This is an optimization exercise on Yosys and OpenROAD, whose aim is small area, a short achievable clock period and few clock cycles per item, not a production implementation. The RTL of this run was laid out without a check of its function. No activity file was given, so power comes from the tool's default toggle rates.

[flow/config.mk]
export PLATFORM = sky130hd
export DESIGN_NAME = stream_minhash_sketcher
export DESIGN_NICKNAME = stream_minhash_sketcher
export VERILOG_FILES = /design/flow/design.v
export SDC_FILE = /design/flow/constraint.sdc
export NUM_CORES = 4
export LEC_CHECK = 0
export CAP_MARGIN = 20
export CORE_MARGIN = 2
export CORE_UTILIZATION = 40
export SLEW_MARGIN = 20
[flow/constraint.sdc]
create_clock -name core_clock -period 5.0 [get_ports {clk}]
set_input_delay 1.0000 -clock core_clock [delete_from_list [all_inputs] [get_ports {clk}]]
set_output_delay 1.0000 -clock core_clock [all_outputs]
set_load 0.01 [all_outputs]
[flow/design.v]
module stream_minhash_sketcher #(
  parameter int unsigned SKETCH_SIZE         = 16,
  parameter int unsigned H1_WIDTH            = 32,
  parameter int unsigned H2_WIDTH            = 32,
  parameter int unsigned LOG2_NUM_OF_BUCKETS = 8,
  parameter int unsigned DEDUP               = 1,
  parameter int unsigned CNT_WIDTH           = 16
) (
  input  logic                                       clk,
  input  logic                                       reset_n,
  input  logic                                       in_valid,
  output logic                                       in_ready,
  input  logic [H1_WIDTH-1:0]                        in_h1,
  input  logic [H2_WIDTH-1:0]                        in_h2,
  input  logic                                       in_last,
  output logic                                       sketch_valid,
  input  logic                                       sketch_ready,
  output logic [SKETCH_SIZE*LOG2_NUM_OF_BUCKETS-1:0] sketch_bucket,
  output logic [SKETCH_SIZE*H1_WIDTH-1:0]            sketch_h1,
  output logic [$clog2(SKETCH_SIZE+1)-1:0]           sketch_count,
  output logic [CNT_WIDTH-1:0]                       kmer_count
);
  localparam int unsigned S  = SKETCH_SIZE;
  localparam int unsigned W  = H1_WIDTH;
  localparam int unsigned CW = $clog2(SKETCH_SIZE + 1);
  localparam int unsigned L  = LOG2_NUM_OF_BUCKETS;
  logic rdy_q;      
  logic p_v, c_v;   
  logic sv_q;       
  logic fp_q;       
  logic proc, c_load;
  assign proc   = c_v & ~sv_q;
  assign c_load = ~c_v | ~sv_q;
  logic p_v_n, c_v_n, sv_n;
  logic p_last, c_last;
  assign p_v_n = rdy_q ? in_valid : p_v;
  assign c_v_n = c_load ? p_v : c_v;
  assign sv_n  = (proc & c_last) | (sv_q & ~sketch_ready);
  always_ff @(posedge clk or negedge reset_n) begin
    if (!reset_n) begin
      rdy_q <= 1'b0;
      p_v   <= 1'b0;
      c_v   <= 1'b0;
      sv_q  <= 1'b0;
      fp_q  <= 1'b1;
    end else begin
      rdy_q <= ~p_v_n | ~c_v_n | ~sv_n;
      p_v   <= p_v_n;
      c_v   <= c_v_n;
      sv_q  <= sv_n;
      if (proc) fp_q <= c_last;
    end
  end
  logic [W-1:0] p_x;
  logic [L-1:0] p_b;
  always_ff @(posedge clk) begin
    if (rdy_q) begin
      p_x    <= in_h1;
      p_b    <= in_h2[L-1:0];
      p_last <= in_last;
    end
  end
  logic [W-1:0] h1_q  [S];
  logic [L-1:0] bkt_q [S];
  logic [CW-1:0] count_q;
  logic [CNT_WIDTH-1:0] kmer_q;
  logic [W-1:0] c_x;
  logic [L-1:0] c_b;
  logic [S-1:0] c_le;       
  logic         c_eqany;    
  logic         c_e, c_eqe;  
  logic         c_corr;     
  logic [S-1:0] le_n, eq_n;
  logic         fresh_now;
  assign fresh_now = proc & fp_q;
  always_comb begin
    for (int unsigned i = 0; i < S; i++) begin
      logic vld;
      vld     = (32'(count_q) > i) & ~fresh_now;
      le_n[i] = vld & (h1_q[i] <= p_x);
      eq_n[i] = vld & (h1_q[i] == p_x);
    end
  end
  always_ff @(posedge clk) begin
    if (c_load) begin
      c_x     <= p_x;
      c_b     <= p_b;
      c_last  <= p_last;
      c_le    <= le_n;
      c_eqany <= |eq_n;
      c_e     <= (c_x <= p_x);
      c_eqe   <= (c_x == p_x);
      c_corr  <= proc;
    end
  end
  logic [S-1:0] pl_q;    
  logic         pins_q;  
  logic [S-1:0] le;
  logic         dup, ins;
  always_comb begin
    if (c_corr & pins_q) begin
      for (int unsigned i = 0; i < S; i++) begin
        if (pl_q[i])                       le[i] = c_le[i];
        else if (i == 0 || pl_q[i-1])      le[i] = c_e;
        else                               le[i] = c_le[i-1];
      end
      dup = c_eqany | c_eqe;
    end else begin
      le  = c_le;
      dup = c_eqany;
    end
    ins = ~((DEDUP != 0) & dup) & ~le[S-1];
  end
  logic [W-1:0] xf;
  logic [L-1:0] bf;
  assign xf = c_x | {W{fp_q}};
  assign bf = c_b & {L{~fp_q}};
  always_ff @(posedge clk) begin
    if (proc) begin
      if (fp_q) begin
        h1_q[0]  <= c_x;
        bkt_q[0] <= c_b;
        for (int unsigned i = 1; i < S; i++) begin
          h1_q[i]  <= xf;
          bkt_q[i] <= bf;
        end
      end else if (ins) begin
        if (!le[0]) begin
          h1_q[0]  <= c_x;
          bkt_q[0] <= c_b;
        end
        for (int unsigned i = 1; i < S; i++) begin
          if (!le[i]) begin
            if (le[i-1]) begin
              h1_q[i]  <= xf;
              bkt_q[i] <= bf;
            end else begin
              h1_q[i]  <= h1_q[i-1];
              bkt_q[i] <= bkt_q[i-1];
            end
          end
        end
      end
    end
  end
  always_ff @(posedge clk) begin
    if (proc) begin
      if (fp_q) begin
        count_q <= CW'(1);
        kmer_q  <= CNT_WIDTH'(1);
        pl_q    <= '0;
        pins_q  <= 1'b1;
      end else begin
        if (kmer_q != '1) kmer_q <= kmer_q + 1'b1;
        if (ins && count_q != CW'(S)) count_q <= count_q + 1'b1;
        pl_q   <= le;
        pins_q <= ins;
      end
    end
  end
  for (genvar g = 0; g < S; g++) begin : g_pack
    assign sketch_h1[g*W +: W]  = h1_q[g];
    assign sketch_bucket[g*L +: L] = bkt_q[g];
  end
  assign in_ready     = rdy_q;
  assign sketch_valid = sv_q;
  assign sketch_count = count_q;
  assign kmer_count   = kmer_q;
endmodule
[flow/run.sh]
#!/bin/bash
# synth_recipe.tcl (not shown) runs the flow's synth.tcl, then flattens the netlist and writes it again
# the make line also repeats each setting of config.mk as NAME=value (left out here)
make -C /OpenROAD-flow-scripts/flow DESIGN_CONFIG=/design/flow/config.mk WORK_HOME=/design/flow/orfs CLKGATE_MAP_FILE= SYNTH_SCRIPT=/design/flow/synth_recipe.tcl finish
==> impl_metrics.toml <==
[logic_synthesis]
synth_common_cells = "nand2_1, edfxtp_1, ha_1"
avgSynthCellArea_um2 = 10.5
dominantRegCellSynth = "edfxtp_1"
ys_async_sr_fraction = 0.00637
synth.distinct_cells = 63
synth-seq-area-share = 0.507
ys_warn_count = 5
synth_edf_count = 780
netlist_top_cells_area = "edfxtp_1, ha_1, nand2_1, nand3b_1, a21oi_1"
synth_most_common_cell = "nand2_1"
synth_nets = 5061
synth.largest_area_cell = "edfxtp_1"
syn-cell-area_um2 = 46500
synth_top_area_frac = 0.504
ys_seq_elements = 785
synthCells = 4442

[routing]
via_per_inst = 6.01
wl_per_cell_um = 30.0
ant_nets = 0
dr.pass1.iters = 6
vias = 40500
wl_um = 202000
first_iter_violations = 4565
drcViolationCount = 0

[pwr]
cellPowerDensity_nw_per_um2 = 879
p_int_mw = 28.0
p_seq_frac = 0.335
p_total_mw = 51.9
power_frac_clock = 0.138
peakVddDrop_mv = 0.526
power_switching_mw = 23.9
combPwrFrac = 0.527
swShare = 0.461
leakagePower_nw = 23.2

[floorplan]
ios = 732
die_w_um = 345
fp.dieH_um = 345
core_area_um2 = 116000
num_rows = 125
die_area_um2 = 119000
start_util = 0.402

[worst_hold_path]
hold_path_class = "reg2reg"

[timing]
fin_crit_ns = 3.58
hold_viol = 0
worst_pin_slew_ns = 1.14
finalCritPeriodShare = 0.717
setup_violations = 0
fin_skew_ns = 0.0310
hold_ws_ns = 0.417
fmax_mhz = 279
final_max_slew_viol_count = 0
rsz0062_at_grt = "no"
setup-tns-final_ns = 0
slew_headroom = 0.237
worst_slack_ns = 1.42

[setup_path]
endpoint_kind = "flip-flop"
required_ns = 5.41
startpoint = "p_x[31]$_DFFE_PP_"
crit_type = "reg2reg"
rrSetupSlack_ns = 1.42
r2r-start = "p_x[31]$_DFFE_PP_"
worstReg2RegEnd = "c_le[10]$_DFFE_PN_"
crit_end = "c_le[10]$_DFFE_PN_"
startpoint_type = "flip-flop"
worst-r2r-cell-count = 8
worstPathArrival_ns = 3.99
critPathMaxFanout = 12

[cells_and_area]
fillers = 10500
fin_area_um2 = 59000
final_cell_count_no_fill = 6736
finalNetCount = 5753
area_delta_synth_final_pct = 26.9
utilization = 0.510
regArea_um2 = 23600
diodes = 0
multi_input_area_um2 = 22000
drive_gt1_frac = 0.0625

[clock_network]
cts_max_path_buffers = 3
numClockSinks = 785
clkTransAtPathRegs_ns = 0.06
cts_tree = "done"
cts_inserted_buffers = 95
hold_buffers = 0
cts_resized = 0
cts-htree-levels = 3
postCtsSetupBuffers = 0
root_buffer = "clkbuf_16"
clk-insertion-delay-late_ns = 0.70

[place]
port_buffers = 707
dp_cells = 6561
dp_hpwl_um = 147000
place_congestion = 0.937
post-place-ws_ns = 1.65
placed_area_um2 = 55900

[global_route]
overflow = 0
grt_pass1_wl_um = 283000
grt_pass1_vias = 38700
grt_max_degree = 208
grt_usage = 0.331
antenna_found_initial = 4

[run_status]
status = "finished clean"

[run]
maxCapViolCount = 0
-- layout by cell type, fill, tap and decap left out, types with 11 or more instances in the layout --
cell,n
nand2_1,1229
edfxtp_1,780
clkdlybuf4s50_1,707
ha_1,550
nand3b_1,450
a21oi_1,324
buf_4,127
nand4_1,105
clkbuf_16,96
o21ai_0,79
nor2_1,76
a21o_1,73
inv_1,69
nor2b_1,66
and4_1,40
a211o_1,36
nor3_1,34
nand3_1,34
o211ai_1,24
mux2i_1,23
o21ai_1,21
clkinv_1,20
clkinv_2,19
clkbuf_1,17
a211oi_1,16
nor2_4,15
o31ai_4,14
o31a_2,14
nand2b_1,11
bufinv_16,11
-- worst max-delay path: stages (launching register included) --
cell and delay [ns]:
edfxtp_1 0.38, inv_1 0.74, buf_4 0.30, ha_1 0.15, and4_1 0.21, nand4_1 0.19
nor3_1 0.68, a21boi_0 0.49, o21ai_0 0.16
-- power groups by stage --
| stage | Sequential, mW | Combinational [mW] | Clock, mW |
|---|---|---|---|
| after detailed placement | 17.4 | 27.0 | 0 |
| final | 17.4 | 27.4 | 7.14 |
| after global placement | 17.5 | 26.2 | 0 |
| after CTS | 17.4 | 27.1 | 7.20 |
| after floorplan | 16.5 | 13.1 | 0 |
| after global routing | 17.6 | 29.7 | 7.44 |
-- per-layer routing --
layer / GRT usage / vias to the layer above / share of wire
met3: 0.0861 / 469 / 0.10
met1: 0.415 / 20200 / 0.38
met4: 0.135 / 2 / 0.047
met2: 0.545 / 2218 / 0.47
li1: - / 17600 / -
met5: 0 / - / 0.000064
-- worst min-delay path by stage --
| stage | startpoint | endpoint | slack (ns) | depth (start not counted) |
|---|---|---|---|---|
| global placement | p_b[3]$_DFFE_PP_ | c_b[3]$_DFFE_PN_ | 0.40 | 0 |
| CTS | p_b[4]$_DFFE_PP_ | c_b[4]$_DFFE_PN_ | 0.42 | 0 |
| global route | p_b[0]$_DFFE_PP_ | c_b[0]$_DFFE_PN_ | 0.43 | 0 |
| floorplan | p_b[0]$_DFFE_PP_ | c_b[0]$_DFFE_PN_ | 0.40 | 0 |
| finish | p_b[4]$_DFFE_PP_ | c_b[4]$_DFFE_PN_ | 0.42 | 0 |
| detailed placement | p_b[4]$_DFFE_PP_ | c_b[4]$_DFFE_PN_ | 0.40 | 0 |
-- logic make-up (layout without fill, tap and decap cells) --
| group | count (synthesis) | in the layout | synth area share |
|---|---|---|---|
| DFF | 785 | 785 | 0.507 |
| xor gates and xnor gates | 15 | 15 | 0.00283 |
| adders and majority gates | 550 | 550 | 0.148 |
| muxes | 25 | 25 | 0.00549 |
| buffers and inverters | 315 | 1085 | 0.0266 |
| and+or+nand+nor | 2091 | 2091 | 0.223 |
| AOI/OAI and AO/OA | 661 | 661 | 0.0872 |
-- flip-flops by register name, indices dropped and copies added (netlist names), 5 cells and up --
signal / count
c_x: 32
h1_q: 512
c_le: 16
kmer_q: 16
p_b: 8
count_q: 5
bkt_q: 128
pl_q: 16
p_x: 32
c_b: 8
-- layout make-up --
cell class | instances | area share
Timing Repair Buffer | 838 | 0.137
Sequential cell | 785 | 0.399
Tap cell | 1524 | 0.0323
Multi-Input combinational cell | 3342 | 0.374
Clock inverter | 61 | 0.0107
Inverter | 72 | 0.00458
Clock buffer | 114 | 0.0420

## separate check: timing with driven ports
The results above use ideal ports. As a check the final layout listed here was re-extracted and re-timed, cells and wires unchanged. Step 1: set_driving_cell puts a clkbuf_16 on clk and a buf_2 on each other input, an assumption about the parent block. Step 2 also shifts input and output timing later by t, the mid clock arrival at the registers, as if the neighbouring blocks saw the same clock. Three values: no drivers, after step 1, after step 2; two values: the first two.
t, ns: 0.759
setup WS [ns]: 1.416 / 1.416 / 1.416
hold slack, ns: 0.417 / 0.417 / 0.417
worst setup path at the end: register to register
worst register clock-pin slew, ns: 0.06 / 0.06
After both steps this run still meets setup and hold. For this run, drivers alone change the setup slack by 0.000 ns; drivers and shift together by 0.000 ns.
